Source: an optimization exercise on an open RTL-to-GDS flow (aim: small area). Production flows keep margins and buffers that such runs may drop.
The RTL was checked by simulation tests, not by an equivalence proof against the original design.
Power figures rest on the tool's default switching activity, not on a simulated workload.

## config.mk

```make
export PLATFORM = sky130hd
export DESIGN_NAME = uart_payload_top
export DESIGN_NICKNAME = uart_payload_top
export VERILOG_FILES = /design/flow/design.v
export SDC_FILE = /design/flow/constraint.sdc
export NUM_CORES = 4
export LEC_CHECK = 0
export CAP_MARGIN = 20
export CORE_AREA = 10 10 590 590
export DIE_AREA = 0 0 600 600
export SLEW_MARGIN = 20
```

## constraint.sdc

```tcl
create_clock -name core_clock -period 8.0 [get_ports {clock_i}]
set_input_delay 1.6000 -clock core_clock [delete_from_list [all_inputs] [get_ports {clock_i}]]
set_output_delay 1.6000 -clock core_clock [all_outputs]
set_load 0.01 [all_outputs]
```

## design.v

```verilog
package payload_pkg;
    localparam int BYTE_W = 8;
    localparam int DEF_CIPHER_BYTES = 183;
    localparam int DEF_TAG_BYTES = 16;
    localparam int INDEX_W = 8;
    typedef logic [INDEX_W-1:0] byte_index_t;
endpackage
package readout_pkg;
    typedef enum logic
    {
        FIELD_CIPHER = 1'b0,
        FIELD_TAG    = 1'b1
    } field_e;
    typedef enum logic
    {
        ST_IDLE   = 1'b0,
        ST_STREAM = 1'b1
    } readout_state_e;
endpackage
module payload_store
#(
    parameter int CIPHER_BYTES = payload_pkg::DEF_CIPHER_BYTES,
    parameter int TAG_BYTES    = payload_pkg::DEF_TAG_BYTES
)
(
    input  logic                                    clock_i,
    input  logic                                    reset_i,
    input  logic                                    write_valid_i,
    input  logic [CIPHER_BYTES*payload_pkg::BYTE_W-1:0] cipher_i,
    input  logic [TAG_BYTES*payload_pkg::BYTE_W-1:0]    tag_i,
    input  logic                                    fetch_field,
    input  logic [payload_pkg::INDEX_W-1:0]         fetch_index,
    input  logic                                    fetch_write_open,
    output logic [payload_pkg::BYTE_W-1:0]          fetch_byte_data
);
    logic [CIPHER_BYTES-1:0][payload_pkg::BYTE_W-1:0] cipher_q;
    logic [TAG_BYTES-1:0][payload_pkg::BYTE_W-1:0]    tag_q;
    logic write_accept;
    assign write_accept = write_valid_i && fetch_write_open;
    always_ff @(posedge clock_i or posedge reset_i)
    begin
        if (reset_i)
        begin
            cipher_q <= '0;
            tag_q <= '0;
        end
        else if (write_accept)
        begin
            cipher_q <= cipher_i;
            tag_q <= tag_i;
        end
    end
    always_comb
    begin
        fetch_byte_data = '0;
        if (fetch_field == readout_pkg::FIELD_TAG)
        begin
            if (fetch_index < TAG_BYTES)
            begin
                fetch_byte_data = tag_q[fetch_index];
            end
        end
        else
        begin
            if (fetch_index < CIPHER_BYTES)
            begin
                fetch_byte_data = cipher_q[fetch_index];
            end
        end
    end
endmodule
module readout_fsm
#(
    parameter int CIPHER_BYTES = payload_pkg::DEF_CIPHER_BYTES,
    parameter int TAG_BYTES    = payload_pkg::DEF_TAG_BYTES
)
(
    input  logic                            clock_i,
    input  logic                            reset_i,
    input  logic                            read_valid_i,
    input  logic                            write_valid_i,
    input  logic                            read_field_i,
    output logic                            read_ready_o,
    output logic                            byte_valid_o,
    input  logic                            byte_ready_i,
    output logic [payload_pkg::BYTE_W-1:0]  byte_o,
    output logic                            byte_last_o,
    output logic                            fetch_field,
    output logic [payload_pkg::INDEX_W-1:0] fetch_index,
    output logic                            fetch_write_open,
    input  logic [payload_pkg::BYTE_W-1:0]  fetch_byte_data
);
    localparam payload_pkg::byte_index_t CIPHER_LAST =
        payload_pkg::byte_index_t'(CIPHER_BYTES - 1);
    localparam payload_pkg::byte_index_t TAG_LAST =
        payload_pkg::byte_index_t'(TAG_BYTES - 1);
    logic                           state_q;
    logic                           field_q;
    payload_pkg::byte_index_t       index_q;
    payload_pkg::byte_index_t       last_index;
    logic                           idle;
    logic                           read_accept;
    logic                           byte_accept;
    assign idle = (state_q == readout_pkg::ST_IDLE);
    assign read_ready_o = idle && !write_valid_i;
    assign read_accept = read_valid_i && read_ready_o;
    assign last_index = (field_q == readout_pkg::FIELD_TAG) ? TAG_LAST : CIPHER_LAST;
    assign byte_valid_o = (state_q == readout_pkg::ST_STREAM);
    assign byte_last_o = byte_valid_o && (index_q == last_index);
    assign byte_accept = byte_valid_o && byte_ready_i;
    assign byte_o = fetch_byte_data;
    assign fetch_field = field_q;
    assign fetch_index = index_q;
    assign fetch_write_open = idle;
    always_ff @(posedge clock_i or posedge reset_i)
    begin
        if (reset_i)
        begin
            state_q <= readout_pkg::ST_IDLE;
            field_q <= readout_pkg::FIELD_CIPHER;
            index_q <= '0;
        end
        else
        begin
            case (state_q)
                readout_pkg::ST_IDLE:
                begin
                    if (read_accept)
                    begin
                        state_q <= readout_pkg::ST_STREAM;
                        field_q <= read_field_i;
                        index_q <= '0;
                    end
                end
                readout_pkg::ST_STREAM:
                begin
                    if (byte_accept)
                    begin
                        if (byte_last_o)
                        begin
                            state_q <= readout_pkg::ST_IDLE;
                        end
                        else
                        begin
                            index_q <= index_q + 1'b1;
                        end
                    end
                end
                default:
                begin
                    state_q <= readout_pkg::ST_IDLE;
                end
            endcase
        end
    end
endmodule
module uart_payload_top
#(
    parameter int CIPHER_BYTES = payload_pkg::DEF_CIPHER_BYTES,
    parameter int TAG_BYTES    = payload_pkg::DEF_TAG_BYTES
)
(
    input  logic                                        clock_i,
    input  logic                                        reset_i,
    input  logic                                        write_valid_i,
    output logic                                        write_ready_o,
    input  logic [CIPHER_BYTES*payload_pkg::BYTE_W-1:0] cipher_i,
    input  logic [TAG_BYTES*payload_pkg::BYTE_W-1:0]    tag_i,
    input  logic                                        read_valid_i,
    input  logic                                        read_field_i,
    output logic                                        read_ready_o,
    output logic                                        byte_valid_o,
    input  logic                                        byte_ready_i,
    output logic [payload_pkg::BYTE_W-1:0]              byte_o,
    output logic                                        byte_last_o
);
    logic                               fetch_field;
    logic [payload_pkg::INDEX_W-1:0]    fetch_index;
    logic                               fetch_write_open;
    logic [payload_pkg::BYTE_W-1:0]     fetch_byte_data;
    payload_store
    #(
        .CIPHER_BYTES (CIPHER_BYTES),
        .TAG_BYTES    (TAG_BYTES)
    )
    store_i
    (
        .clock_i          (clock_i),
        .reset_i          (reset_i),
        .write_valid_i    (write_valid_i),
        .cipher_i         (cipher_i),
        .tag_i            (tag_i),
        .fetch_field      (fetch_field),
        .fetch_index      (fetch_index),
        .fetch_write_open (fetch_write_open),
        .fetch_byte_data  (fetch_byte_data)
    );
    readout_fsm
    #(
        .CIPHER_BYTES (CIPHER_BYTES),
        .TAG_BYTES    (TAG_BYTES)
    )
    fsm_i
    (
        .clock_i          (clock_i),
        .reset_i          (reset_i),
        .read_valid_i     (read_valid_i),
        .write_valid_i    (write_valid_i),
        .read_field_i     (read_field_i),
        .read_ready_o     (read_ready_o),
        .byte_valid_o     (byte_valid_o),
        .byte_ready_i     (byte_ready_i),
        .byte_o           (byte_o),
        .byte_last_o      (byte_last_o),
        .fetch_field      (fetch_field),
        .fetch_index      (fetch_index),
        .fetch_write_open (fetch_write_open),
        .fetch_byte_data  (fetch_byte_data)
    );
    assign write_ready_o = fetch_write_open;
endmodule
```

## run.sh

```bash
#!/bin/bash
# synth_recipe.tcl (not shown) runs the flow's synth.tcl, then flattens the netlist and writes it again
# the make line also repeats each setting of config.mk as NAME=value (left out here)
make -C /OpenROAD-flow-scripts/flow DESIGN_CONFIG=/design/flow/config.mk WORK_HOME=/design/flow/orfs CLKGATE_MAP_FILE= SYNTH_SCRIPT=/design/flow/synth_recipe.tcl finish
```

==> impl_metrics.csv <==
group,metric,value,unit
critical_path,cp_num_buf_inv,3,
power_and_ir_drop,vdd_drop_max,0.190,mV
clocking,clock-sinks,1602,
sta,fin_crit_sh,95.2,%
final_layout,fill_cells,35100,
final_layout,drive_gt1_share,8.76,%
sta,rsz0062_at_grt,"no",
critical_path,critPathTopFamily,"compound AO/OA/AOI/OAI gates",
yosys,synth_cell_types,63,
floorplanning,die_width,600,µm
clocking,cts_buffers,188,
sta,slew_headroom,20.7,%
yosys,synth_fp_nets,9509,
detailed_routing,vias,63600,
yosys,synthFlopType,"dfrtp_1",
yosys,synthCells,7910,
sta,holdWs,467,ps
yosys,synth.area.mux_share,13.5,%
sta,setup_viol,0,
critical_path,max_stage_delay,900,ps
clocking,root_buffer,"clkbuf_16",
sta,worst_pin_slew,1190,ps
clocking,cts_tree,"built",
final_layout,seqCellArea,40100,µm²
detailed_routing,ant_nets,0,
final_layout,final_cell_mix,"nand2_1 (4,832), clkdlybuf4s50_1 (1,609), dfrtp_1 (1,596)",
floorplanning,die_h,600,µm
critical_path,crit_chain,"buf_12 -> mux4_2 -> nor2_1 -> a2bb2oi_1 -> o221ai_1 -> o221ai_1 -> buf_4 -> o211ai_1 -> clkdlybuf4s50_1",
critical_path,crit_arrival,6010,ps
yosys,synth_compound_area_share,2.58,%
place,gp_congestion,0.915,
global_routing,grt_remaining_overflow,0,
critical_path,cp_slowest_cell,"dfrtp_4",
run,cap_violations,0,
yosys,synth_area,73200,µm²
yosys,synth_area_per_cell,9.25,µm²
power_and_ir_drop,power_per_cell_area,404,nW/µm²
outcome,run_status,"timing/DRC/antenna clean",
critical_path,startpoint_type,"flop",
power_and_ir_drop,power,40500,µW
detailed_routing,drtIter0Drc,6185,
critical_path,cp-end-kind,"output pin",
detailed_routing,drc,0,
sta,finalSetupTns,0,ps
detailed_routing,viasPerCell,4.56,
critical_path,cp_max_fo,25,
critical_path,path_class,"reg2out",
floorplanning,core_area,334000,µm²
detailed_routing,wl_per_cell,28.5,µm
floorplanning,dieArea,360000,µm²
final_layout,final_common_cell,"nand2_1",
yosys,yosysWarnings,2,
sta,hold_viol_final,0,
floorplanning,pin_count,1610,
place,dp_hpwl,310000,µm
sta,drv_slew,0,
place,placed_cells_incl_taps,13500,
worst_hold_path,hold_class,"reg2reg",
global_routing,grt_pass1_vias,64100,
yosys,ys_async_sr_fraction,100,%
final_layout,multi_input_area,30700,µm²
sta,period_minus_slack,7610,ps
yosys,synthSimpleGateAreaFrac,25.6,%
yosys,synth_top_family_by_area,"simple AND/OR/NAND/NOR gates",
global_routing,grt_pass1_wl,532000,µm
clocking,clockBufferDepth,4,
floorplanning,rows,212,
detailed_routing,wl,397000,µm
sta,max_freq,0.131,GHz
yosys,synthAdderAreaFrac,0.0171,%
critical_path,crit_top_cell,"o221ai_1",
yosys,ys_seq_elements,1602,
place,portBuffers,1609,
clocking,clkTransAtPathRegs,60,ps
sta,fin_worst_skew,59.9,ps
clocking,htree_levels,4,
floorplanning,start_util,21.9,%
final_layout,nets,10900,
yosys,synth_xor_area_share,0.0838,%
critical_path,crit_required,6400,ps
detailed_routing,drtPass1Iterations,6,
global_routing,grt_usage,21.0,%
clocking,clk-insertion-delay-late,870,ps
yosys,ys_seq_area_share,54.8,%
final_layout,fin_cells,13900,
global_routing,grt_max_degree,245,
power_and_ir_drop,leakagePower,0.0475,µW
yosys,synth_edf_count,0,
global_routing,antenna_found_initial,163,
final_layout,syn_to_final_growth,37.0,%
synth_stat cells (all sizes together), types with 32 or more instances:
cell type	count	share of area [%]
clkbuf	402	2.1
nor2	38	0.19
mux4	333	10
o21ai	38	0.26
mux2i	199	2.7
buf	109	1.3
nand2	4833	25
a22oi	42	0.43
mux2	32	0.49
dfrtp	1602	55
a21oi	40	0.28
a221oi	49	0.59
cell families (layout without fill, tap and decap cells):
| family | Yosys count | count (layout) |
|---|---|---|
| AND/OR/NAND/NOR | 4952 | 4952 |
| flip-flops | 1602 | 1602 |
| multiplexers | 564 | 564 |
| buffers and inverters | 523 | 2099 |
| AO/OA/AOI/OAI | 261 | 261 |
| XOR/XNOR | 7 | 7 |
| adder cells (fa/ha/maj) | 1 | 1 |
| other | 0 | 72 |
where the power goes:
group	internal [µW]	total, µW	switching, µW
clock network	4960	8700	3750
registers	12000	15200	3210
logic	6650	16600	9980
total	23600	40500	16900
cell type report:
| cell class | instances | share of cell area [%] |
|---|---|---|
| multi-input cells | 5785 | 30.6 |
| well taps | 4387 | 5.47 |
| inverters | 12 | 0.0611 |
| clock buffers | 267 | 5.37 |
| repair buffers | 1756 | 17.6 |
| flip-flops and latches | 1602 | 40.0 |
| diodes | 72 | 0.180 |
| clock inverters | 64 | 0.681 |
tightest hold or removal path: stages, from the launching register on:
cell     delay (ps)
dfrtp_1         330
nand2_1          50
nand2_1          60
per-layer routing:
metal / share of wire (%) / track usage, % / vias up
met1: 39 / 26.0 / 31900
met4: 3.8 / 7.81 / 76
met5: 0.12 / 0 / -
li1: - / - / 28400
met3: 8.5 / 6.06 / 584
met2: 48 / 34.8 / 2605
registers in the layout (all words and copies together), names as in the netlist:
register and cells:
fsm_i.field_q 1, store_i.cipher_q 1464, store_i.tag_q 128, fsm_i.index_q 8, fsm_i.state_q 1
through the flow:
stage	setup slack (ps)	utilization, %	instance area, µm²
floorplan	-15800	-	73200
global placement	672	28.1	94000
detailed placement	856	28.1	94000
CTS	41.8	30.0	100000
global route	186	30.0	100000
finish	386	30.0	100000
timing repair:
action | in CTS | in global routing
setup buffers | 1 | 0
hold buffers | 0 | 0
endpoints found under the setup margin | 2 | 1
resized for setup | 0 | 1
pin swaps | 0 | 0
final timing paths:
check / from / end / slack, ps / depth (start not counted)
worst max-delay path: fsm_i.index_q[0] / byte_o[7] / 390 / 9
worst min-delay path: store_i.cipher_q[1220] / store_i.cipher_q[1220] / 470 / 2
worst max register to register: fsm_i.state_q / store_i.cipher_q[189] / 4740 / 7
worst min register to register: store_i.cipher_q[1220] / store_i.cipher_q[1220] / 470 / 2
max in group asynchronous: reset_i / store_i.cipher_q[75] / 4730 / 4
min in group asynchronous: reset_i / store_i.tag_q[55] / 1320 / 2

==> port drivers added, routing unchanged <==
No port has a modelled driver above. Below, the same layout with a new extraction and two added sets of constraints.
Step 1: set_driving_cell puts a clkbuf_16 on clock_i and a buf_2 on each other input, an assumption about the parent block.
Step 2 times the ports against the registers' clock, not the clock port: input delays grow and output delays shrink by t, the midpoint of the rising clock arrivals with the driver on.
Three values: no drivers, after step 1, after step 2; two values: the first two.
shift t [ns]: 0.954
slack for setup (ns): 0.386 / 0.287 / 1.241
worst data-port slew with drivers (ns): 0.44
After both steps this run still meets setup and hold. For this run, drivers alone change the setup slack by -0.099 ns; drivers and shift together by +0.855 ns.
